Context: an optimization exercise on an open-source flow, tuned for small area. The choices shown serve that exercise and are no tape-out recipe. Only simulation tests tie the RTL to the original design; equivalence was not proved. Power and IR drop assume default switching activity.

Setup of run 1:
Design i2c_burst_mem, start of the top module:
module i2c_burst_mem #(
    parameter int DATA_W = 8,
    parameter int ADDR_W = 7
) (
    input  logic              clk,
    input  logic              reset,
    input  logic              start,
    input  logic              stop,
    input  logic              rw,
    input  logic              rx_valid,
    input  logic [DATA_W-1:0] rx_data,
    input  logic              tx_req,
    input  logic              wp,
    output logic              tx_valid,
    output logic [DATA_W-1:0] tx_data,
    output logic              ack,
    output logic [ADDR_W-1:0] ptr,
    output logic              busy
);
For scale: ~1100 flip-flops, about 34 I/O pins.
export LEC_CHECK = 0
export CAP_MARGIN = 20
export CORE_MARGIN = 2
export CORE_UTILIZATION = 40
export CTS_BUF_LIST = sky130_fd_sc_hd__clkbuf_16
export CTS_CLUSTER_DIAMETER = 120
export CTS_CLUSTER_SIZE = 25
export SLEW_MARGIN = 20
export SYNTH_HIERARCHICAL = 1
export SYNTH_MINIMUM_KEEP_SIZE = 0
create_clock -name core_clock -period 5.0 [get_ports {clk}]
standard.sh (not shown) runs the stock make flow with config.mk's settings and CLKGATE_MAP_FILE= SYNTH_SCRIPT=/design/flow/synth_recipe.tcl, a recipe that flattens the netlist after the stock synthesis.
==> flow/flow/run.sh <==
#!/bin/bash
# The standard layout (standard.sh, unchanged synthesis and steps) with two settings of its own:
# - every input and output port gets a sky130_fd_sc_hd__buf_2 as its port buffer, in place of
#   the default clkdlybuf4s50_1;
set -euo pipefail
export BUFFER_PORTS_ARGS="-buffer_cell sky130_fd_sc_hd__buf_2"
export CTS_ARGS="-sink_clustering_enable -repair_clock_nets -sink_clustering_size 25 -sink_clustering_max_diameter 120 -buf_list sky130_fd_sc_hd__clkbuf_16 -dont_use_dummy_load"
bash standard.sh > standard.log 2>&1
The following lists how run 2 was set up differently from run 1:
-- flow/flow/run.sh --
<<< run 1, line 4
#   the default clkdlybuf4s50_1;
set -euo pipefail
export BUFFER_PORTS_ARGS="-buffer_cell sky130_fd_sc_hd__buf_2"
>>> run 2, line 4
#   the default clkdlybuf4s50_1;
# - after global routing, gates off the critical paths are downsized (RECOVER_POWER 100).
# The make output (every tool's full output) goes to standard.log in the folder this runs in;
# ORFS also keeps a log per step under orfs/logs/.
set -euo pipefail
export RECOVER_POWER=100
export BUFFER_PORTS_ARGS="-buffer_cell sky130_fd_sc_hd__buf_2"
Results
Run 2 finished every stage; the final checks, however, were not passed, the failures being capacitance limit, slew limit.
~same final cell count in run 1 and run 2
Status: data required time of the worst path parity (run 2, run 1)
Post-route worst setup slack, run 1 and run 2: higher on run 2
Clock sink count: run 2 vs run 1 identical
On hold slack, run 1 tracks run 2 almost exactly.
Run 2 ends up with a combinational power that is about 1% lower than in run 1.
Looking at worst slew margin relative to its limit, run 2 sits 43 points below run 1.
The critical path depth of run 2 and that of run 1 are within noise of each other.
The total power of run 2 and that of run 1 are within noise of each other.
Comparing run 2 with run 1, the wire length came out essentially unchanged.
## Diff of input files: run 3 against run 2
- PLACE_DENSITY now 0.8, previously not set
==> flow/flow/run.sh <==
#!/bin/bash
# The standard layout (standard.sh, unchanged synthesis and steps) with settings of its own:
# - every input and output port gets a sky130_fd_sc_hd__buf_2 as its port buffer, in place of
#   the default clkdlybuf4s50_1;
set -euo pipefail
export BUFFER_PORTS_ARGS="-buffer_cell sky130_fd_sc_hd__buf_2"
export CTS_ARGS="-sink_clustering_enable -repair_clock_nets -sink_clustering_size 25 -sink_clustering_max_diameter 120 -buf_list sky130_fd_sc_hd__clkbuf_16 -dont_use_dummy_load"
bash standard.sh > standard.log 2>&1
Findings:
Run 3: all stages complete, timing, DRC and antenna checks passed. Run 3 vs run 2, launching element of the worst setup path: ptr[1]$_DFFE_PP0P_ vs ptr[0]$_DFFE_PP0P_. Run 3 has overall fraction of global-route tracks in use below what run 2 had. Post-route cell area across run 3 and run 2: no real change. Setup slack in run 3 is smaller than in run 2. The endpoint of the worst setup timing path comes out tx_data[2]$_DFFE_PP0P_ in one run and tx_data[5]$_DFFE_PP0P_ in the other, namely in run 2 and run 3 respectively. In run 3, routed wire length on met3 is higher than in run 2. Side by side, global routing met3 resource utilization turned out higher in run 3 than in run 2. Measured against each other, run 3 and run 2 differ in total area of multi-input combinational cells, the higher figure coming from run 3.
Changes in run 4 relative to run 3:
- removing PLACE_DENSITY (formerly 0.8)
==> flow/run.sh (new file) <==
#!/bin/bash
# synth_recipe.tcl (not shown) runs the flow's synth.tcl, then flattens the netlist and writes it again
# the make line also repeats each setting of config.mk as NAME=value (left out here)
make -C /OpenROAD-flow-scripts/flow DESIGN_CONFIG=/design/flow/config.mk WORK_HOME=/design/flow/orfs CLKGATE_MAP_FILE= SYNTH_SCRIPT=/design/flow/synth_recipe.tcl finish
removed: flow/flow/run.sh
removed: flow/standard.sh
==> run notes <==
Run 4 completed every stage of the flow, and the final layout passed the timing, design-rule and antenna checks.
Compared with run 3, run 4 shows worst-case register-to-register setup slack higher by 0.16 ns.
Going from run 3 to run 4, non-clock buffer count has increased, final instance area up about 2%.


The RTL this note starts from:
==> flow/design.v <==
module i2c_burst_mem #(
    parameter int DATA_W = 8,
    parameter int ADDR_W = 7
) (
    input  logic              clk,
    input  logic              reset,
    input  logic              start,
    input  logic              stop,
    input  logic              rw,
    input  logic              rx_valid,
    input  logic [DATA_W-1:0] rx_data,
    input  logic              tx_req,
    input  logic              wp,
    output logic              tx_valid,
    output logic [DATA_W-1:0] tx_data,
    output logic              ack,
    output logic [ADDR_W-1:0] ptr,
    output logic              busy
);
    localparam int DEPTH = 1 << ADDR_W;
    localparam logic [1:0] IDLE = 2'b00, ADDR = 2'b01, WRITE = 2'b10, READ = 2'b11;
    logic [1:0]                state;
    logic [DATA_W-1:0]         s [DEPTH];      
    logic                      ph;             
    logic                      clr;            
    logic                      bus_ctrl, rx_ev, tx_ev, wr_en;
    logic [DEPTH-1:0]          sel_n;          
    logic [DEPTH-1:0]          hn;             
    logic [DATA_W-1:0]         dw;
    logic [DATA_W-1:0]         rd_pair [DEPTH/2];   
    logic [DATA_W-1:0]         rd;
    assign busy     = state != IDLE;
    assign bus_ctrl = start | stop;
    assign rx_ev    = rx_valid & ~bus_ctrl;
    assign tx_ev    = tx_req & ~bus_ctrl;
    assign wr_en    = (state == WRITE) & rx_ev & ~wp;
    assign dw = (rx_data ^ {DATA_W{ph}}) | {DATA_W{~wr_en}};
    logic [7:0]  pa, wa;
    logic [15:0] pb, wb;
    for (genvar i = 0; i < 8; i++) begin : g_pa
        assign pa[i] = ptr[2:0] == 3'(i);
        assign wa[i] = (wr_en & pa[i]) | clr;
    end
    for (genvar j = 0; j < 16; j++) begin : g_pb
        assign pb[j] = ptr[6:3] == 4'(j);
        assign wb[j] = pb[j] | clr;
    end
    for (genvar w = 0; w < DEPTH; w++) begin : g_word
        assign sel_n[w] = ~(pa[w%8] & pb[w/8]);
        assign hn[w]    = wa[w%8] & wb[w/8];
        for (genvar b = 0; b < DATA_W; b++) begin : g_bit
            i2c_burst_mem_bit u_bit (
                .clk(clk), .hn(hn[w]), .en_n(sel_n[w]), .dw(dw[b]), .s(s[w][b])
            );
        end
    end
    for (genvar p = 0; p < DEPTH/2; p++) begin : g_rpair
        for (genvar b = 0; b < DATA_W; b++) begin : g_bit
            i2c_burst_mem_rsel u_rsel (
                .s0(s[2*p][b]), .sel0_n(sel_n[2*p]),
                .s1(s[2*p+1][b]), .sel1_n(sel_n[2*p+1]),
                .y(rd_pair[p][b])
            );
        end
    end
    always_comb begin
        rd = '0;
        for (int p = 0; p < DEPTH/2; p++)
            rd = rd | rd_pair[p];
    end
    always_ff @(posedge clk or posedge reset) begin
        if (reset) begin
            ph  <= 1'b0;
            clr <= 1'b1;
        end else begin
            ph  <= ~(ph | clr);
            clr <= 1'b0;
        end
    end
    always_ff @(posedge clk or posedge reset) begin
        if (reset) begin
            state    <= IDLE;
            ptr      <= '0;
            ack      <= 1'b0;
            tx_valid <= 1'b0;
            tx_data  <= '0;
        end else begin
            tx_valid <= 1'b0;
            if (start) begin
                state <= rw ? READ : ADDR;
            end else if (stop) begin
                state <= IDLE;
            end else begin
                case (state)
                    ADDR: if (rx_ev) begin
                        ptr   <= rx_data[ADDR_W-1:0];
                        ack   <= 1'b1;
                        state <= WRITE;
                    end
                    WRITE: if (rx_ev) begin
                        ptr <= ptr + ADDR_W'(1);
                        ack <= ~wp;
                    end
                    READ: if (tx_ev) begin
                        tx_data  <= ~rd ^ {DATA_W{ph}};
                        tx_valid <= 1'b1;
                        ptr      <= ptr + ADDR_W'(1);
                    end
                    default: ;
                endcase
            end
        end
    end
endmodule
module i2c_burst_mem_bit (
    input  logic clk,
    input  logic hn,
    input  logic en_n,
    input  logic dw,
    output logic s
);
    always_ff @(posedge clk)
        s <= ~((s | hn) & (dw | en_n));
endmodule
module i2c_burst_mem_rsel (
    input  logic s0,
    input  logic sel0_n,
    input  logic s1,
    input  logic sel1_n,
    output logic y
);
    assign y = ~((s0 | sel0_n) & (s1 | sel1_n));
endmodule
Settings: LEC_CHECK=0, CAP_MARGIN=20, CORE_MARGIN=2, CORE_UTILIZATION=40, CTS_BUF_LIST=sky130_fd_sc_hd__clkbuf_16, CTS_CLUSTER_DIAMETER=120, CTS_CLUSTER_SIZE=25, SLEW_MARGIN=20, SYNTH_HIERARCHICAL=1, SYNTH_MINIMUM_KEEP_SIZE=0; clock period 5.0 ns.
run.sh (not shown) runs the stock make flow with config.mk's settings and CLKGATE_MAP_FILE= SYNTH_SCRIPT=/design/flow/synth_recipe.tcl, a recipe that flattens the netlist after the stock synthesis.
Stock flow here: none of the scripts above is used.
The baseline passed the timing, design-rule and antenna checks.
Next try:
- CTS_CLUSTER_SIZE: 25 -> 30
Result:
- global-route usage decreases by 0.11 points
- synthesized area is unchanged
- worst setup slack barely changes
- core utilization came out lower by 0.23 points
- power goes down by 1.4%
- clock power shrinks by 6.2%
- first-iteration DRC count falls by 8.2%
- cell area drops by 0.51%
- wire length barely changes
- die area is unchanged
- maximum frequency is about the same

static timing again, ports no longer ideal:
In the flow no input, the clock included, has a driving cell. The finished layouts below were timed again as built, in two steps.
Step 1, drivers: a clkbuf_16 drives clk and a buf_2 each remaining input, both assumed.
Step 2 times the ports against the registers' clock, not the clock port: input delays grow and output delays shrink by t, the midpoint of the rising clock arrivals with the driver on.
a / b / c = ideal ports / drivers / drivers and shift; a / b = the first two.
run	t (ns)	slack for setup (ns)	worst setup path after step 2	worst data-port slew with drivers (ns)
run 1	0.673	0.478 / 0.478 / 0.478	register to register	0.04
run 2	0.672	0.495 / 0.495 / 0.495	register to register	0.03
run 3	0.673	0.272 / 0.272 / 0.272	register to register	0.04
run 4	0.681	0.429 / 0.429 / 0.429	register to register	0.06
the first run of note 2	0.699	0.706 / 0.706 / 0.706	register to register	0.06
the second run of note 2	0.683	0.703 / 0.703 / 0.703	register to register	0.06
